What follows belongs to an exercise in optimizing a design on an open flow for small area, a short achievable clock period and few clock cycles per item; a production flow would make more cautious choices.
Only simulation tests tie the RTL to the original design; equivalence was not proved.
No activity file was given, so power comes from the tool's default toggle rates.

`design/flow/config.mk`:
```
export PLATFORM = sky130hd
export DESIGN_NAME = seq_mac_unit
export DESIGN_NICKNAME = seq_mac_unit
export VERILOG_FILES = /design/flow/design.v
export SDC_FILE = /design/flow/constraint.sdc
export NUM_CORES = 4
export LEC_CHECK = 0
export CAP_MARGIN = 20
export CORE_MARGIN = 2
export CORE_UTILIZATION = 40
export SLEW_MARGIN = 20
```
`design/flow/constraint.sdc`:
```
create_clock -name core_clock -period 8.0 [get_ports {clk_i}]
set_input_delay 1.6000 -clock core_clock [delete_from_list [all_inputs] [get_ports {clk_i}]]
set_output_delay 1.6000 -clock core_clock [all_outputs]
set_load 0.01 [all_outputs]
```
`design/flow/design.v`:
```
module seq_mac_unit #(
    parameter int N                  = 41,
    parameter int CLK_DIV_MULTIPLIER = 1
) (
    input  logic           clk_i,
    input  logic           rst_i,
    input  logic           MUL_Start_STRB_i,
    input  logic [2*N-1:0] a_i,
    input  logic [2*N-1:0] b_i,
    input  logic [2*N-1:0] acc_i,
    output logic           MUL_Done_STRB_o,
    output logic [2*N-1:0] out_o,
    output logic           busy_o
);
    localparam int W  = 2 * N;
    localparam int SW = $clog2(N + 1);
    localparam int DW = (CLK_DIV_MULTIPLIER > 1) ? $clog2(CLK_DIV_MULTIPLIER) : 1;
    localparam logic [N-1:0]  N_ONE     = N'(1);
    localparam logic [W-1:0]  W_ONE     = W'(1);
    localparam logic [SW-1:0] STEP_ONE  = SW'(1);
    localparam logic [SW-1:0] LAST_STEP = SW'(N - 1);
    localparam logic [DW-1:0] DIV_ONE   = DW'(1);
    localparam logic [DW-1:0] DIV_LAST  = DW'(CLK_DIV_MULTIPLIER - 1);
    typedef enum logic [1:0] {
        IDLE   = 2'd0,
        RUN    = 2'd1,
        FINISH = 2'd2
    } state_t;
    function automatic logic [N-1:0] magnitude(input logic [N-1:0] v);
        if (v[N-1]) begin
            magnitude = ~v + N_ONE;
        end else begin
            magnitude = v;
        end
    endfunction
    state_t        state_q,  state_d;
    logic [W-1:0]  mcand_q,  mcand_d;
    logic [N-1:0]  mplier_q, mplier_d;
    logic [W-1:0]  prod_q,   prod_d;
    logic [W-1:0]  acc_q,    acc_d;
    logic          sign_q,   sign_d;
    logic [SW-1:0] step_q,   step_d;
    logic [DW-1:0] div_q,    div_d;
    logic [W-1:0]  out_q,    out_d;
    logic          done_q,   done_d;
    logic          busy_q,   busy_d;
    logic [N-1:0]  a_n_s;
    logic [N-1:0]  b_n_s;
    logic          unused_upper_s;
    assign a_n_s = a_i[N-1:0];
    assign b_n_s = b_i[N-1:0];
    assign unused_upper_s = ^{a_i[W-1:N], b_i[W-1:N]};
    always_comb begin
        state_d  = state_q;
        mcand_d  = mcand_q;
        mplier_d = mplier_q;
        prod_d   = prod_q;
        acc_d    = acc_q;
        sign_d   = sign_q;
        step_d   = step_q;
        div_d    = div_q;
        out_d    = out_q;
        done_d   = 1'b0;
        busy_d   = busy_q;
        case (state_q)
            IDLE: begin
                if (MUL_Start_STRB_i) begin
                    state_d  = RUN;
                    mcand_d  = {{N{1'b0}}, magnitude(a_n_s)};
                    mplier_d = magnitude(b_n_s);
                    sign_d   = a_n_s[N-1] ^ b_n_s[N-1];
                    acc_d    = acc_i;
                    prod_d   = {W{1'b0}};
                    step_d   = {SW{1'b0}};
                    div_d    = {DW{1'b0}};
                    busy_d   = 1'b1;
                end else begin
                    state_d  = IDLE;
                end
            end
            RUN: begin
                if (div_q == DIV_LAST) begin
                    div_d = {DW{1'b0}};
                    if (mplier_q[0]) begin
                        prod_d = prod_q + mcand_q;
                    end else begin
                        prod_d = prod_q;
                    end
                    mcand_d  = {mcand_q[W-2:0], 1'b0};
                    mplier_d = {1'b0, mplier_q[N-1:1]};
                    step_d   = step_q + STEP_ONE;
                    if (step_q == LAST_STEP) begin
                        state_d = FINISH;
                    end else begin
                        state_d = RUN;
                    end
                end else begin
                    div_d = div_q + DIV_ONE;
                end
            end
            FINISH: begin
                out_d   = acc_q + (sign_q ? (~prod_q + W_ONE) : prod_q);
                done_d  = 1'b1;
                busy_d  = 1'b0;
                state_d = IDLE;
            end
            default: begin
                state_d = IDLE;
                busy_d  = 1'b0;
            end
        endcase
    end
    always_ff @(posedge clk_i or posedge rst_i) begin
        if (rst_i) begin
            state_q  <= IDLE;
            mcand_q  <= {W{1'b0}};
            mplier_q <= {N{1'b0}};
            prod_q   <= {W{1'b0}};
            acc_q    <= {W{1'b0}};
            sign_q   <= 1'b0;
            step_q   <= {SW{1'b0}};
            div_q    <= {DW{1'b0}};
            out_q    <= {W{1'b0}};
            done_q   <= 1'b0;
            busy_q   <= 1'b0;
        end else begin
            state_q  <= state_d;
            mcand_q  <= mcand_d;
            mplier_q <= mplier_d;
            prod_q   <= prod_d;
            acc_q    <= acc_d;
            sign_q   <= sign_d;
            step_q   <= step_d;
            div_q    <= div_d;
            out_q    <= out_d;
            done_q   <= done_d;
            busy_q   <= busy_d;
        end
    end
    assign out_o           = out_q;
    assign MUL_Done_STRB_o = done_q;
    assign busy_o          = busy_q;
endmodule
```
`design/flow/run.sh`:
```
#!/bin/bash
# synth_recipe.tcl (not shown) runs the flow's synth.tcl, then flattens the netlist and writes it again
# the make line also repeats each setting of config.mk as NAME=value (left out here)
make -C /OpenROAD-flow-scripts/flow DESIGN_CONFIG=/design/flow/config.mk WORK_HOME=/design/flow/orfs CLKGATE_MAP_FILE= SYNTH_SCRIPT=/design/flow/synth_recipe.tcl finish
```
==> impl_metrics.toml <==
[power_and_ir_drop]
p_clk_share_pct = 14.3
p_int_w = 0.00745
irDropWorstVdd_v = 0.000214
power.static_leakage_nw = 13.7
comb_power_share_pct = 62.7
swShare_pct = 49.0
pwr-share-seq_pct = 23.0
p_switching_w = 0.00714
power_density_nw_per_um2 = 463

[global_routing]
antenna_found_initial = 2
grt_max_degree = 149
grtUsageTotal_pct = 21.8
grt_overflow = 0
grt_pass1_wl_mm = 124
first_global_vias = 22500

[timing]
setup_viol = 0
final_max_slew_viol_count = 0
worst_pin_slew_ns = 0.945
fin_tns_setup_ns = 0
rsz0062_at_grt = "false"
slew_headroom_pct = 37.0
fmax_mhz = 152
setup_slack_ns = 1.42
finalClockSkew_ns = 0.0238
layout_min_cycle_time_ns = 6.58
fin_crit_sh_pct = 82.2
finalHoldViolations = 0

[worst_setup_path]
critPathCaptureType = "flip-flop"
crit_family = "compound AO/OA/AOI/OAI gates"
regToRegSetupSlack_ns = 1.42
crit_chain = "or4_1 -> nor4_2 -> nand2b_1 -> or4_1 -> or2_1 -> or3_1 -> nor2_1 -> nand2_1 -> o31ai_1 -> xnor2_1 -> ha_1 -> a21oi_1 -> nand2_1 -> a221o_1 -> a211o_1 -> a221oi_1 -> a21bo_2 -> a21oi_1 -> o211ai_1 -> a31oi_1 -> o21ai_0 -> xnor2_1 -> o21ai_0"
path_buf_inv = 0
worstSetupStartpointType = "flip-flop"
critPathArrivalTime_ns = 7.01
critPathMaxStageDelay_ns = 0.63
path_class = "reg -> reg"
critical_path_required_ns = 8.43
cpMaxStageDelayCell = "or4_1"
crit_fanout = 8

[clock_network]
ctsRootBufferMaster = "clkbuf_16"
cts_tree = "yes"
clockBufferDepth = 3
htreeDepth = 2
cts.sinks = 380
ctsResizeCount = 0
clk-insertion-delay-late_ns = 0.59
cts_buffers = 45
postCtsHoldBufs = 0
post_cts_buffers = 0
clk_pin_slew_ns = 0.06

[layout]
drive_gt1_share_pct = 3.60
num-nets-final = 3862
multiInputGateArea_sq_um = 16500
final_cell_mix = "nand2_1 (679), o21ai_0 (399), dfrtp_1 (379), a21oi_1 (257), clkdlybuf4s50_1 (250)"
area_delta_synth_final_pct = 17.0
regArea_sq_um = 9510
fillers = 6613
final_common_cell = "nand2_1"

[synthesis]
postSynthCellCount = 3310
synth_edf_count = 0
synth.area.mux_share_pct = 0.112
ys_seq_area_share_pct = 35.3
yosysWarnings = 1
synth_adder_area_share_pct = 8.09
ys_types = 71
ys.flop_type = "dfrtp_1"
ys_async_sr_fraction_pct = 100
synth_xor_area_share_pct = 10.3
synth_area_sq_um = 26900
synth_top_family_by_area = "compound AO/OA/AOI/OAI gates"
yosys.area_share.simple_pct = 18.4
synth_seq_cells = 380
synth_area_per_cell_sq_um = 8.14
syn_nets = 3732
synth_compound_area_share_pct = 24.3

[floorplanning]
die_area_sq_um = 69400
fp.coreArea_sq_um = 66900
ios = 333
rows = 95
die_x_microns = 263
initial_utilization_pct = 40.2
die_y_microns = 263

[detailed_routing]
drt_iter0_drc = 1820
drt_first_pass_iters = 6
ant_nets = 0
vias_per_cell = 5.46
wl_mm = 76.9
wl_per_cell_microns = 17.7
vias = 23800
drc_errors = 0

[flow_run]
drv_cap = 0

[worst_hold_path]
hp-class = "reg -> reg"

[placed_design]
io_buffers = 250
gp_congestion = 0.914
hpwl_mm = 58.0
pre_cts_ws_ns = 1.42

[status]
status = "finished clean"
-- cells by family (layout without fill, tap and decap cells) --
family | after synthesis | count (layout)
XOR/XNOR | 318 | 318
buffers and inverters | 246 | 408
other | 0 | 3
AO/OA/AOI/OAI | 1069 | 1069
AND/OR/NAND/NOR | 1121 | 1121
flip-flops | 380 | 380
multiplexers | 3 | 3
adder cells (fa/ha/maj) | 173 | 173
-- final cells by class --
type / instances / area share (%)
Antenna cell: 3 / 0.0238
Clock buffer: 62 / 4.00
Clock inverter: 17 / 0.691
Inverter: 59 / 0.715
Multi-Input combinational cell: 2684 / 52.5
Sequential cell: 380 / 30.2
Tap cell: 873 / 3.47
Timing Repair Buffer: 270 / 8.46
-- metrics by stage --
step | hold WS (ns) | power, W | std cells | util, % | instance area, sq um
2_1_floorplan | 0.450 | 0.0100 | 3310 | - | 26900
3_3_place_gp | 0.461 | 0.0123 | 4266 | 44.9 | 30000
3_5_place_dp | 0.466 | 0.0124 | 4266 | 44.9 | 30000
4_1_cts | 0.483 | 0.0145 | 4345 | 47.1 | 31500
5_1_grt | 0.488 | 0.0159 | 4347 | 47.1 | 31500
6_report | 0.476 | 0.0146 | 4348 | 47.1 | 31500
-- state kept, by name, indices dropped and copies added (netlist names) --
| register | count |
|---|---|
| acc_q | 82 |
| busy_q | 1 |
| done_q | 1 |
| mcand_q | 82 |
| mplier_q | 41 |
| out_q | 82 |
| prod_q | 82 |
| sign_q | 1 |
| state_q | 2 |
| step_q | 6 |
-- power groups by stage --
stage	Combinational, W	Sequential, W	Clock (W)
CTS	0.00906	0.00333	0.00214
detailed placement	0.00902	0.00335	0
finish	0.00915	0.00335	0.00209
global placement	0.00900	0.00335	0
global route	0.0102	0.00344	0.00222
floorplan	0.00693	0.00307	0
-- worst min-delay path: cells and delay by family, from the launching register on --
family             cells  cell delay [ns]
DFF                    1             0.34
and+or+nand+nor        1             0.05
AOI/OAI and AO/OA      1             0.06
-- synthesized netlist by cell type, types with 45 or more instances --
cell      count  area [sq um]
o31ai_1      52           390
nor2_1      143           537
a21o_1       81           608
clkbuf_1    182           683
o21ai_0     399          2000
dfrtp_1     380          9510
a22o_1       45           394
inv_1        59           221
nand4_1      48           300
a22oi_1      49           368
xor2_1      109           955
xnor2_1     209          1830
ha_1        171          2140
nand2_1     680          2550
a21oi_1     257          1290
-- per-layer routing --
metal | wire, microns | part of all wire, % | track usage [%] | vias to the layer above
met5 | 0 | 0 | 0 | -
met4 | 1550 | 2.0 | 5.20 | 0
li1 | - | - | - | 12100
met2 | 31200 | 41 | 31.0 | 549
met3 | 4120 | 5.4 | 3.09 | 82
met1 | 40000 | 52 | 34.3 | 11100
-- worst paths after layout --
path / from / endpoint / cells after the start
worst max-delay path: prod_q[5] / out_q[78] / 23
worst min-delay path: out_q[44] / out_q[44] / 2
worst max register to register: prod_q[5] / out_q[78] / 23
worst min register to register: out_q[44] / out_q[44] / 2
max in group asynchronous: rst_i / acc_q[79] / 4
min in group asynchronous: rst_i / out_q[9] / 3
Testbench counts, summed over its fixed seeds: cycles 137,600, ops 3,200.

separate check: timing with driven ports:
No port has a modelled driver above. Below, the same layout with a new extraction and two added sets of constraints.
Step 1, drivers: a clkbuf_16 drives clk_i and a buf_2 each remaining input, both assumed.
Step 2 times the ports against the registers' clock, not the clock port: input delays grow and output delays shrink by t, the midpoint of the rising clock arrivals with the driver on.
a / b / c = ideal / step 1 / step 2; a / b = the first two.
shift t [ns]: 0.634
slack for setup (ns): 1.420 / 1.420 / 1.420
worst hold slack (ns): 0.476 / 0.476 / 0.476
After both steps this run still meets setup and hold. For this run, drivers alone change the setup slack by 0.000 ns; drivers and shift together by 0.000 ns.
